From an optimization exercise on the open Yosys and OpenROAD flow, aimed at a short achievable clock period and few clock cycles; shortcuts taken in it are not production practice.
Only simulation tests tie the RTL to the original design; equivalence was not proved.

==> indigo <==
==> flow/design.v (excerpt) <==
module isa_core
(
    input  logic              clk,
    input  logic              rst_n,
    input  logic              run,
    input  logic              host_we,
    input  isa_pkg::reg_idx_t host_idx,
    input  isa_pkg::word_t    host_data,
    input  logic              instr_valid,
    input  isa_pkg::instr_u   instr_data,
    output logic              fetch_req,
    output isa_pkg::pc_t      fetch_addr,
    output logic              wb_valid,
    output isa_pkg::reg_idx_t wb_idx,
    output isa_pkg::word_t    wb_data,
    output logic              io_stall
);
    localparam int W = isa_pkg::word_w;
    logic              need_q;     
    isa_pkg::pc_t      pc_q;       
    isa_pkg::pc_t      tgt_q;      
    logic [5:0]        hp_q;       
    logic [5:0]        hm_q;       
    logic              e1_v;       
    logic              e1_wait;    
    logic              e1_we;      
    logic              e1_mul;
    logic              e1_slt;
    logic              e1_sub;
    logic              e1_br;      
    isa_pkg::reg_idx_t e1_rd;
    isa_pkg::reg_idx_t e1_rs;
    isa_pkg::reg_idx_t e1_rt;
    logic [W-1:0]      a_q;
    logic [W-1:0]      b_q;
    logic [1:0]        bpa_q;      
    logic [1:0]        bpb_q;
    logic [3:0]        eqg_q;      
    logic              e2_v;
    logic              e2_we;
    logic              e2_mul;
    isa_pkg::reg_idx_t e2_rd;
  ...
Settings: LEC_CHECK=0, CAP_MARGIN=20, CORE_MARGIN=2, CORE_UTILIZATION=40, SETUP_SLACK_MARGIN=3.0, SLEW_MARGIN=20, SYNTH_HIERARCHICAL=1, TNS_END_PERCENT=100; clock period 5.5 ns.
standard.sh (not shown) runs the stock make flow with config.mk's settings and CLKGATE_MAP_FILE= SYNTH_SCRIPT=/design/flow/synth_recipe.tcl, a recipe that flattens the netlist after the stock synthesis.
==> flow/flow/run.sh <==
#!/bin/bash
# Layout flow: the standard flow (standard.sh, all steps) with one change
# to synthesis: adders are left to abc as plain logic instead of being mapped
# to the library's full/half adder cells (ADDER_MAP_FILE empty), which gives
# faster carry logic. Registers and everything else are as in the standard
# flow. The full make output goes to run_standard.log in the work folder;
# each tool's own log is under orfs/logs/.
set -euo pipefail
cd "$(dirname "$0")/.."
ADDER_MAP_FILE= bash standard.sh > run_standard.log 2>&1
==> pepper: changes against indigo <==
--- a/flow/design.v
+++ b/flow/design.v
@@ -325,37 +325,27 @@
 `timescale 1ns/1ns
 module ex_operands
 (
     input  logic [isa_pkg::word_w-1:0] a_q,
     input  logic [isa_pkg::word_w-1:0] b_q,
-    input  logic [1:0]                 bpa_q,
-    input  logic [1:0]                 bpb_q,
+    input  logic [2:0]                 sela_q,
+    input  logic [2:0]                 selb_q,
     input  logic [isa_pkg::word_w-1:0] e2_res_q,
     input  logic [isa_pkg::word_w-1:0] wbdata_q,
     output logic [isa_pkg::word_w-1:0] xa,
     output logic [isa_pkg::word_w-1:0] xb
 );
-    always_comb
-    begin
-        case (bpa_q)
-            2'd1:    xa = e2_res_q;
-            2'd2:    xa = wbdata_q;
-            default: xa = a_q;
-        endcase
-        case (bpb_q)
-            2'd1:    xb = e2_res_q;
-            2'd2:    xb = wbdata_q;
-            default: xb = b_q;
-        endcase
-    end
+    localparam int W = isa_pkg::word_w;
+    assign xa = ({W{sela_q[0]}} & a_q) | ({W{sela_q[1]}} & e2_res_q) | ({W{sela_q[2]}} & wbdata_q);
+    assign xb = ({W{selb_q[0]}} & b_q) | ({W{selb_q[1]}} & e2_res_q) | ({W{selb_q[2]}} & wbdata_q);
 endmodule
 module ex_alu
 (
     input  logic [isa_pkg::word_w-1:0] a_q,
     input  logic [isa_pkg::word_w-1:0] b_q,
-    input  logic [1:0]                 bpa_q,
-    input  logic [1:0]                 bpb_q,
+    input  logic [2:0]                 sela_q,
+    input  logic [2:0]                 selb_q,
     input  logic [isa_pkg::word_w-1:0] e2_res_q,
     input  logic [isa_pkg::word_w-1:0] wbdata_q,
     input  logic                       slt_op,
     input  logic                       sub_op,
     output logic [isa_pkg::word_w-1:0] res
@@ -365,11 +355,11 @@
     logic [W-1:0] xb;
     logic [W-1:0] sum;
     logic [W-1:0] diff;
     logic         slt;
     ex_operands u_ops (
-        .a_q (a_q), .b_q (b_q), .bpa_q (bpa_q), .bpb_q (bpb_q),
+        .a_q (a_q), .b_q (b_q), .sela_q (sela_q), .selb_q (selb_q),
         .e2_res_q (e2_res_q), .wbdata_q (wbdata_q), .xa (xa), .xb (xb)
     );
     assign sum  = xa + xb;
     assign diff = xa - xb;
     assign slt  = (xa[W-1] & !xb[W-1]) | (!(xa[W-1] ^ xb[W-1]) & diff[W-1]);
@@ -390,12 +380,12 @@
 endmodule
 module mul_rows
 (
     input  logic [isa_pkg::word_w-1:0] a_q,
     input  logic [isa_pkg::word_w-1:0] b_q,
-    input  logic [1:0]                 bpa_q,
-    input  logic [1:0]                 bpb_q,
+    input  logic [2:0]                 sela_q,
+    input  logic [2:0]                 selb_q,
     input  logic [isa_pkg::word_w-1:0] e2_res_q,
     input  logic [isa_pkg::word_w-1:0] wbdata_q,
     output logic [2:0][isa_pkg::word_w-1:0] rows
 );
     localparam int W = isa_pkg::word_w;
@@ -403,11 +393,11 @@
     logic [W-1:0]      xb;
     logic [8:0][W-1:0] pp;
     logic [5:0][W-1:0] r6;
     logic [3:0][W-1:0] r4;
     ex_operands u_ops (
-        .a_q (a_q), .b_q (b_q), .bpa_q (bpa_q), .bpb_q (bpb_q),
+        .a_q (a_q), .b_q (b_q), .sela_q (sela_q), .selb_q (selb_q),
         .e2_res_q (e2_res_q), .wbdata_q (wbdata_q), .xa (xa), .xb (xb)
     );
     always_comb
     begin
         logic [W:0]   bx;
@@ -482,12 +472,12 @@
     isa_pkg::reg_idx_t e1_rd;
     isa_pkg::reg_idx_t e1_rs;
     isa_pkg::reg_idx_t e1_rt;
     logic [W-1:0]      a_q;
     logic [W-1:0]      b_q;
-    logic [1:0]        bpa_q;      
-    logic [1:0]        bpb_q;
+    logic [2:0]        sela_q;     
+    logic [2:0]        selb_q;
     logic [3:0]        eqg_q;      
     logic              e2_v;
     logic              e2_we;
     logic              e2_mul;
     isa_pkg::reg_idx_t e2_rd;
@@ -563,23 +553,23 @@
     logic [W-1:0]      e2_res;
     logic [3:0]        eqg;
     ex_alu u_ex_alu (
         .a_q      (a_q),
         .b_q      (b_q),
-        .bpa_q    (bpa_q),
-        .bpb_q    (bpb_q),
+        .sela_q   (sela_q),
+        .selb_q   (selb_q),
         .e2_res_q (e2_res_q),
         .wbdata_q (wbdata_q),
         .slt_op   (e1_slt),
         .sub_op   (e1_sub),
         .res      (e1_res)
     );
     mul_rows u_mul_rows (
         .a_q      (a_q),
         .b_q      (b_q),
-        .bpa_q    (bpa_q),
-        .bpb_q    (bpb_q),
+        .sela_q   (sela_q),
+        .selb_q   (selb_q),
         .e2_res_q (e2_res_q),
         .wbdata_q (wbdata_q),
         .rows     (rows)
     );
     br_pre u_br_pre (
@@ -639,12 +629,12 @@
     begin
         if (instr_valid)
             tgt_q <= tgt_in;
         a_q   <= na;
         b_q   <= nb;
-        bpa_q <= sta;     
-        bpb_q <= stb;
+        sela_q <= (sta == 2'd1) ? 3'b010 : ((sta == 2'd2) ? 3'b100 : 3'b001);
+        selb_q <= (stb == 2'd1) ? 3'b010 : ((stb == 2'd2) ? 3'b100 : 3'b001);
         eqg_q <= eqg;
         if (!e1_wait)
         begin
             e1_we  <= in_alu;
             e1_mul <= (in_op == isa_pkg::op_slt_mult) && instr_data.r.func;
==> flow/flow/run.sh (replaced) <==
#!/bin/bash
# Layout flow: the standard flow (standard.sh, all steps) with two changes,
# set in flow/extra.mk:
#  - adders are left to abc as plain logic (ADDER_MAP_FILE empty) instead of
#    being mapped to the library's full/half adder cells: faster carry logic;
#  - the slow or3/or4 cells and the delay cells are added to DONT_USE_CELLS.
# Registers and everything else are as in the standard flow. The make output
# goes to run_standard.log in the work folder; each tool's own log is under
# orfs/logs/.
set -euo pipefail
cd "$(dirname "$0")/.."
{ echo "include $PWD/config.mk"; cat flow/extra.mk; } > own_config.mk
sed "s|DESIGN_CONFIG=[^ ]*|DESIGN_CONFIG=$PWD/own_config.mk|" standard.sh > own_standard.sh
bash own_standard.sh > run_standard.log 2>&1
==> flow/flow/extra.mk (new file) <==
# Synthesis and sizing changes of this flow (see run.sh).
export ADDER_MAP_FILE =
export DONT_USE_CELLS = sky130_fd_sc_hd__or4_1 sky130_fd_sc_hd__or4_2 sky130_fd_sc_hd__or4_4 sky130_fd_sc_hd__or4b_1 sky130_fd_sc_hd__or4b_2 sky130_fd_sc_hd__or4b_4 sky130_fd_sc_hd__or4bb_1 sky130_fd_sc_hd__or4bb_2 sky130_fd_sc_hd__or4bb_4 sky130_fd_sc_hd__or3_1 sky130_fd_sc_hd__or3_2 sky130_fd_sc_hd__or3_4 sky130_fd_sc_hd__or3b_1 sky130_fd_sc_hd__or3b_2 sky130_fd_sc_hd__or3b_4 sky130_fd_sc_hd__clkdlybuf4s15_1 sky130_fd_sc_hd__clkdlybuf4s15_2 sky130_fd_sc_hd__clkdlybuf4s18_1 sky130_fd_sc_hd__clkdlybuf4s18_2 sky130_fd_sc_hd__clkdlybuf4s25_1 sky130_fd_sc_hd__clkdlybuf4s25_2 sky130_fd_sc_hd__clkdlybuf4s50_1 sky130_fd_sc_hd__clkdlybuf4s50_2 sky130_fd_sc_hd__dlygate4sd1_1 sky130_fd_sc_hd__dlygate4sd2_1 sky130_fd_sc_hd__dlygate4sd3_1 sky130_fd_sc_hd__dlymetal6s2s_1 sky130_fd_sc_hd__dlymetal6s4s_1 sky130_fd_sc_hd__dlymetal6s6s_1
==> violet: changes against indigo <==
--- a/flow/design.v
+++ b/flow/design.v
@@ -46,10 +46,11 @@
     input  logic              br_ready,    
     input  logic [3:0]        eqg_q,       
     input  logic              m1,          
     input  isa_pkg::reg_idx_t m1_rd,
     input  isa_pkg::pc_t      pc_q,        
+    input  isa_pkg::pc_t      pcn_q,       
     input  isa_pkg::pc_t      tgt_q,       
     input  logic [5:0]        hp_q,        
     input  logic [5:0]        hm_q,        
     output logic              fetch_req,
     output isa_pkg::pc_t      fetch_addr,  
@@ -103,11 +104,11 @@
     for (genvar k = 0; k < isa_pkg::pc_w; k++)
     begin : g_fa
         fa_bit #(.K(k)) u_fa_bit (
             .instr_valid (instr_valid),
             .instr_data  (instr_data),
-            .pc_q        (pc_q),
+            .pc_q        (~pcn_q),
             .hp_q        (hp_q[(k >= 5) ? k - 5 : 0]),
             .hm_q        (hm_q[(k >= 5) ? k - 5 : 0]),
             .nt          (nt[k])
         );
         mux2 u_fa_mux (.s(taken[k / 4]), .a(nt[k]), .b(tgt_q[k]), .y(fetch_addr[k]));
@@ -325,37 +326,27 @@
 `timescale 1ns/1ns
 module ex_operands
 (
     input  logic [isa_pkg::word_w-1:0] a_q,
     input  logic [isa_pkg::word_w-1:0] b_q,
-    input  logic [1:0]                 bpa_q,
-    input  logic [1:0]                 bpb_q,
+    input  logic [2:0]                 sela_q,
+    input  logic [2:0]                 selb_q,
     input  logic [isa_pkg::word_w-1:0] e2_res_q,
     input  logic [isa_pkg::word_w-1:0] wbdata_q,
     output logic [isa_pkg::word_w-1:0] xa,
     output logic [isa_pkg::word_w-1:0] xb
 );
-    always_comb
-    begin
-        case (bpa_q)
-            2'd1:    xa = e2_res_q;
-            2'd2:    xa = wbdata_q;
-            default: xa = a_q;
-        endcase
-        case (bpb_q)
-            2'd1:    xb = e2_res_q;
-            2'd2:    xb = wbdata_q;
-            default: xb = b_q;
-        endcase
-    end
+    localparam int W = isa_pkg::word_w;
+    assign xa = ({W{sela_q[0]}} & a_q) | ({W{sela_q[1]}} & e2_res_q) | ({W{sela_q[2]}} & wbdata_q);
+    assign xb = ({W{selb_q[0]}} & b_q) | ({W{selb_q[1]}} & e2_res_q) | ({W{selb_q[2]}} & wbdata_q);
 endmodule
 module ex_alu
 (
     input  logic [isa_pkg::word_w-1:0] a_q,
     input  logic [isa_pkg::word_w-1:0] b_q,
-    input  logic [1:0]                 bpa_q,
-    input  logic [1:0]                 bpb_q,
+    input  logic [2:0]                 sela_q,
+    input  logic [2:0]                 selb_q,
     input  logic [isa_pkg::word_w-1:0] e2_res_q,
     input  logic [isa_pkg::word_w-1:0] wbdata_q,
     input  logic                       slt_op,
     input  logic                       sub_op,
     output logic [isa_pkg::word_w-1:0] res
@@ -365,11 +356,11 @@
     logic [W-1:0] xb;
     logic [W-1:0] sum;
     logic [W-1:0] diff;
     logic         slt;
     ex_operands u_ops (
-        .a_q (a_q), .b_q (b_q), .bpa_q (bpa_q), .bpb_q (bpb_q),
+        .a_q (a_q), .b_q (b_q), .sela_q (sela_q), .selb_q (selb_q),
         .e2_res_q (e2_res_q), .wbdata_q (wbdata_q), .xa (xa), .xb (xb)
     );
     assign sum  = xa + xb;
     assign diff = xa - xb;
     assign slt  = (xa[W-1] & !xb[W-1]) | (!(xa[W-1] ^ xb[W-1]) & diff[W-1]);
@@ -390,24 +381,23 @@
 endmodule
 module mul_rows
 (
     input  logic [isa_pkg::word_w-1:0] a_q,
     input  logic [isa_pkg::word_w-1:0] b_q,
-    input  logic [1:0]                 bpa_q,
-    input  logic [1:0]                 bpb_q,
+    input  logic [2:0]                 sela_q,
+    input  logic [2:0]                 selb_q,
     input  logic [isa_pkg::word_w-1:0] e2_res_q,
     input  logic [isa_pkg::word_w-1:0] wbdata_q,
-    output logic [2:0][isa_pkg::word_w-1:0] rows
+    output logic [3:0][isa_pkg::word_w-1:0] rows
 );
     localparam int W = isa_pkg::word_w;
     logic [W-1:0]      xa;
     logic [W-1:0]      xb;
     logic [8:0][W-1:0] pp;
     logic [5:0][W-1:0] r6;
-    logic [3:0][W-1:0] r4;
     ex_operands u_ops (
-        .a_q (a_q), .b_q (b_q), .bpa_q (bpa_q), .bpb_q (bpb_q),
+        .a_q (a_q), .b_q (b_q), .sela_q (sela_q), .selb_q (selb_q),
         .e2_res_q (e2_res_q), .wbdata_q (wbdata_q), .xa (xa), .xb (xb)
     );
     always_comb
     begin
         logic [W:0]   bx;
@@ -429,25 +419,26 @@
         end
     end
     csa3 u_c0 (.x(pp[0]), .y(pp[1]), .z(pp[2]), .s(r6[0]), .c(r6[1]));
     csa3 u_c1 (.x(pp[3]), .y(pp[4]), .z(pp[5]), .s(r6[2]), .c(r6[3]));
     csa3 u_c2 (.x(pp[6]), .y(pp[7]), .z(pp[8]), .s(r6[4]), .c(r6[5]));
-    csa3 u_c3 (.x(r6[0]), .y(r6[1]), .z(r6[2]), .s(r4[0]), .c(r4[1]));
-    csa3 u_c4 (.x(r6[3]), .y(r6[4]), .z(r6[5]), .s(r4[2]), .c(r4[3]));
-    csa3 u_c5 (.x(r4[0]), .y(r4[1]), .z(r4[2]), .s(rows[0]), .c(rows[1]));
-    assign rows[2] = r4[3];
+    csa3 u_c3 (.x(r6[0]), .y(r6[1]), .z(r6[2]), .s(rows[0]), .c(rows[1]));
+    csa3 u_c4 (.x(r6[3]), .y(r6[4]), .z(r6[5]), .s(rows[2]), .c(rows[3]));
 endmodule
 module ex2_result
 (
-    input  logic [2:0][isa_pkg::word_w-1:0] mr_q,
+    input  logic [3:0][isa_pkg::word_w-1:0] mr_q,
     input  logic                            e2_mul,
     input  logic [isa_pkg::word_w-1:0]      e2_res_q,
     output logic [isa_pkg::word_w-1:0]      res
 );
+    logic [isa_pkg::word_w-1:0] s3;
+    logic [isa_pkg::word_w-1:0] c3;
     logic [isa_pkg::word_w-1:0] s;
     logic [isa_pkg::word_w-1:0] c;
-    csa3 u_c (.x(mr_q[0]), .y(mr_q[1]), .z(mr_q[2]), .s(s), .c(c));
+    csa3 u_c3 (.x(mr_q[0]), .y(mr_q[1]), .z(mr_q[2]), .s(s3), .c(c3));
+    csa3 u_c  (.x(s3),      .y(c3),      .z(mr_q[3]), .s(s),  .c(c));
     assign res = e2_mul ? (s + c) : e2_res_q;
 endmodule
 `timescale 1ns/1ns
 module isa_core
 (
@@ -467,10 +458,11 @@
     output logic              io_stall
 );
     localparam int W = isa_pkg::word_w;
     logic              need_q;     
     isa_pkg::pc_t      pc_q;       
+    isa_pkg::pc_t      pcn_q;      
     isa_pkg::pc_t      tgt_q;      
     logic [5:0]        hp_q;       
     logic [5:0]        hm_q;       
     logic              e1_v;       
     logic              e1_wait;    
@@ -482,19 +474,19 @@
     isa_pkg::reg_idx_t e1_rd;
     isa_pkg::reg_idx_t e1_rs;
     isa_pkg::reg_idx_t e1_rt;
     logic [W-1:0]      a_q;
     logic [W-1:0]      b_q;
-    logic [1:0]        bpa_q;      
-    logic [1:0]        bpb_q;
+    logic [2:0]        sela_q;     
+    logic [2:0]        selb_q;
     logic [3:0]        eqg_q;      
     logic              e2_v;
     logic              e2_we;
     logic              e2_mul;
     isa_pkg::reg_idx_t e2_rd;
     logic [W-1:0]      e2_res_q;
-    logic [2:0][W-1:0] mr_q;       
+    logic [3:0][W-1:0] mr_q;       
     logic              r_q;
     logic              wbv_q;
     isa_pkg::reg_idx_t wbidx_q;
     logic [W-1:0]      wbdata_q;
     logic [isa_pkg::num_regs-1:0][W-1:0] regs;
@@ -513,10 +505,11 @@
         .br_ready    (br_ready),
         .eqg_q       (eqg_q),
         .m1          (e1_go && e1_mul),
         .m1_rd       (e1_rd),
         .pc_q        (pc_q),
+        .pcn_q       (pcn_q),
         .tgt_q       (tgt_q),
         .hp_q        (hp_q),
         .hm_q        (hm_q),
         .fetch_req   (fetch_req),
         .fetch_addr  (fetch_addr),
@@ -557,29 +550,29 @@
         .sta      (sta),
         .stb      (stb)
     );
     assign haz1 = (sta == 2'd3) || (stb == 2'd3);
     logic [W-1:0]      e1_res;
-    logic [2:0][W-1:0] rows;
+    logic [3:0][W-1:0] rows;
     logic [W-1:0]      e2_res;
     logic [3:0]        eqg;
     ex_alu u_ex_alu (
         .a_q      (a_q),
         .b_q      (b_q),
-        .bpa_q    (bpa_q),
-        .bpb_q    (bpb_q),
+        .sela_q   (sela_q),
+        .selb_q   (selb_q),
         .e2_res_q (e2_res_q),
         .wbdata_q (wbdata_q),
         .slt_op   (e1_slt),
         .sub_op   (e1_sub),
         .res      (e1_res)
     );
     mul_rows u_mul_rows (
         .a_q      (a_q),
         .b_q      (b_q),
-        .bpa_q    (bpa_q),
-        .bpb_q    (bpb_q),
+        .sela_q   (sela_q),
+        .selb_q   (selb_q),
         .e2_res_q (e2_res_q),
         .wbdata_q (wbdata_q),
         .rows     (rows)
     );
     br_pre u_br_pre (
@@ -611,10 +604,11 @@
     begin
         if (!rst_n)
         begin
             need_q  <= 1'b1;
             pc_q    <= '0;
+            pcn_q   <= '1;
             hp_q    <= 6'd1;
             hm_q    <= 6'h3f;
             e1_v    <= 1'b0;
             e1_wait <= 1'b0;
             e2_v    <= 1'b0;
@@ -623,10 +617,11 @@
         end
         else
         begin
             need_q  <= (ready && !run) || (instr_valid && !in_cond && haz1);
             pc_q    <= pc_nxt;
+            pcn_q   <= ~pc_nxt;
             hp_q    <= pc_nxt[10:5] + 6'd1;
             hm_q    <= pc_nxt[10:5] - 6'd1;
             if (!e1_wait)
                 e1_v <= instr_valid;
             e1_wait <= wait_nxt;
@@ -639,12 +634,12 @@
     begin
         if (instr_valid)
             tgt_q <= tgt_in;
         a_q   <= na;
         b_q   <= nb;
-        bpa_q <= sta;     
-        bpb_q <= stb;
+        sela_q <= (sta == 2'd1) ? 3'b010 : ((sta == 2'd2) ? 3'b100 : 3'b001);
+        selb_q <= (stb == 2'd1) ? 3'b010 : ((stb == 2'd2) ? 3'b100 : 3'b001);
         eqg_q <= eqg;
         if (!e1_wait)
         begin
             e1_we  <= in_alu;
             e1_mul <= (in_op == isa_pkg::op_slt_mult) && instr_data.r.func;
==> flow/flow/run.sh (replaced) <==
#!/bin/bash
# Layout flow: the standard flow (standard.sh, all steps) with two changes,
# set in flow/extra.mk:
#  - adders are left to abc as plain logic (ADDER_MAP_FILE empty) instead of
#    being mapped to the library's full/half adder cells: faster carry logic;
#  - the slow or3/or4 cells and the delay cells are added to DONT_USE_CELLS.
# Registers and everything else are as in the standard flow. The make output
# goes to run_standard.log in the work folder; each tool's own log is under
# orfs/logs/.
set -euo pipefail
cd "$(dirname "$0")/.."
{ echo "include $PWD/config.mk"; cat flow/extra.mk; } > own_config.mk
sed "s|DESIGN_CONFIG=[^ ]*|DESIGN_CONFIG=$PWD/own_config.mk|" standard.sh > own_standard.sh
bash own_standard.sh > run_standard.log 2>&1
==> flow/flow/extra.mk (new file) <==
# Synthesis and sizing changes of this flow (see run.sh).
export ADDER_MAP_FILE =
export DONT_USE_CELLS = sky130_fd_sc_hd__or4_1 sky130_fd_sc_hd__or4_2 sky130_fd_sc_hd__or4_4 sky130_fd_sc_hd__or4b_1 sky130_fd_sc_hd__or4b_2 sky130_fd_sc_hd__or4b_4 sky130_fd_sc_hd__or4bb_1 sky130_fd_sc_hd__or4bb_2 sky130_fd_sc_hd__or4bb_4 sky130_fd_sc_hd__or3_1 sky130_fd_sc_hd__or3_2 sky130_fd_sc_hd__or3_4 sky130_fd_sc_hd__or3b_1 sky130_fd_sc_hd__or3b_2 sky130_fd_sc_hd__or3b_4 sky130_fd_sc_hd__clkdlybuf4s15_1 sky130_fd_sc_hd__clkdlybuf4s15_2 sky130_fd_sc_hd__clkdlybuf4s18_1 sky130_fd_sc_hd__clkdlybuf4s18_2 sky130_fd_sc_hd__clkdlybuf4s25_1 sky130_fd_sc_hd__clkdlybuf4s25_2 sky130_fd_sc_hd__clkdlybuf4s50_1 sky130_fd_sc_hd__clkdlybuf4s50_2 sky130_fd_sc_hd__dlygate4sd1_1 sky130_fd_sc_hd__dlygate4sd2_1 sky130_fd_sc_hd__dlygate4sd3_1 sky130_fd_sc_hd__dlymetal6s2s_1 sky130_fd_sc_hd__dlymetal6s4s_1 sky130_fd_sc_hd__dlymetal6s6s_1
==> flow_summary.yaml <==
critical_path:
  startpoint_type: "flip-flop"
  cp.required_ns: 6.00
cells_and_area:
  fillers: 8457
  nFlopsAndLatches: 444
  clockBufferCount: 72
routing:
  drt-met1-wl_mm: 62.1
  drt_iter0_drc: 5594
  wl_met2_mm: 69.8
logic_synthesis:
  synth.top_cell.area_share_pct: 18.5
  synth_fa_ha_area_share_pct: 3.36
  synth-compound-area-share_pct: 24.0
  syn_area_um2: 37400
sta:
  holdWs_ns: 0.369
  max_clock_freq_mhz: 263
clocking:
  cts_resized: 706
  clock-sinks: 444
  path_clk_slew_ns: 0.07
floorplanning:
  dieArea_um2: 96100
power_and_ir_drop:
  p_sw_w: 0.0108
run_status:
  status: "complete, no violations"
(the above is from pepper)
==> flow_summary.yaml <==
sta:
  max_clock_freq_mhz: 261
routing:
  drt-met1-wl_mm: 61.2
  wl_met2_mm: 67.2
clocking:
  cts_resized: 618
  clock-sinks: 470
logic_synthesis:
  synth.top_cell.area_share_pct: 18.2
  synth_fa_ha_area_share_pct: 3.31
  synth-compound-area-share_pct: 23.5
run_status:
  status: "complete, no violations"
critical_path:
  rrSetupSlack_ns: 1.79
  startpoint_type: "flip-flop"
power_and_ir_drop:
  p_sw_w: 0.0116
cells_and_area:
  clockBufferCount: 84
  fillers: 8527
(the above is from violet)
==> flow_summary.yaml <==
floorplanning:
  num_tap_cells: 1265
  dieArea_um2: 98600
clocking:
  path_clk_slew_ns: 0.06
  clock-sinks: 442
power_and_ir_drop:
  p_sw_w: 0.0109
logic_synthesis:
  synth_fa_ha_area_share_pct: 3.27
  syn_area_um2: 38400
  synth.top_cell.area_share_pct: 18.0
critical_path:
  slowest_delay_ns: 0.55
  critPathLaunch: "instr_data[13]"
  cp.required_ns: 4.40
routing:
  drt_iter0_drc: 5705
  wl_met2_mm: 75.3
cells_and_area:
  fillers: 8006
sta:
  holdWs_ns: 0.370
run_status:
  status: "complete, no violations"
(the above is from indigo)
Testbench counts of indigo, summed over its fixed seeds: cycles 10,145.
Testbench counts of pepper, summed over its fixed seeds: cycles 10,145.
Testbench counts of violet, summed over its fixed seeds: cycles 10,145.

[what the ideal ports hide]
The results above use ideal ports. As a check the final layouts listed here were re-extracted and re-timed, cells and wires unchanged.
Step 1 assumes that a clkbuf_16 drives the clock port and a buf_2 every other input.
Step 2, shift: input delay + t, output delay - t, t = (earliest + latest rising clock arrival at the registers) / 2. This alone moves slack from input paths to output paths.
Slacks: ideal ports / drivers / drivers and shift; pairs: ideal ports / drivers.
| run | t (ns) | setup WS [ns] | worst setup path at the end | worst data-port slew with drivers (ns) |
|---|---|---|---|---|
| indigo | 0.724 | 1.742 / 1.711 / 1.543 | input to register | 0.18 |
| pepper | 0.716 | 1.704 / 1.704 / 1.351 | input to register | 0.17 |
| violet | 0.730 | 1.671 / 1.603 / 1.505 | input to register | 0.09 |
After both steps setup and hold are still met in every run listed. For pepper, which loses most, drivers alone change the setup slack by 0.000 ns; drivers and shift together by -0.353 ns.
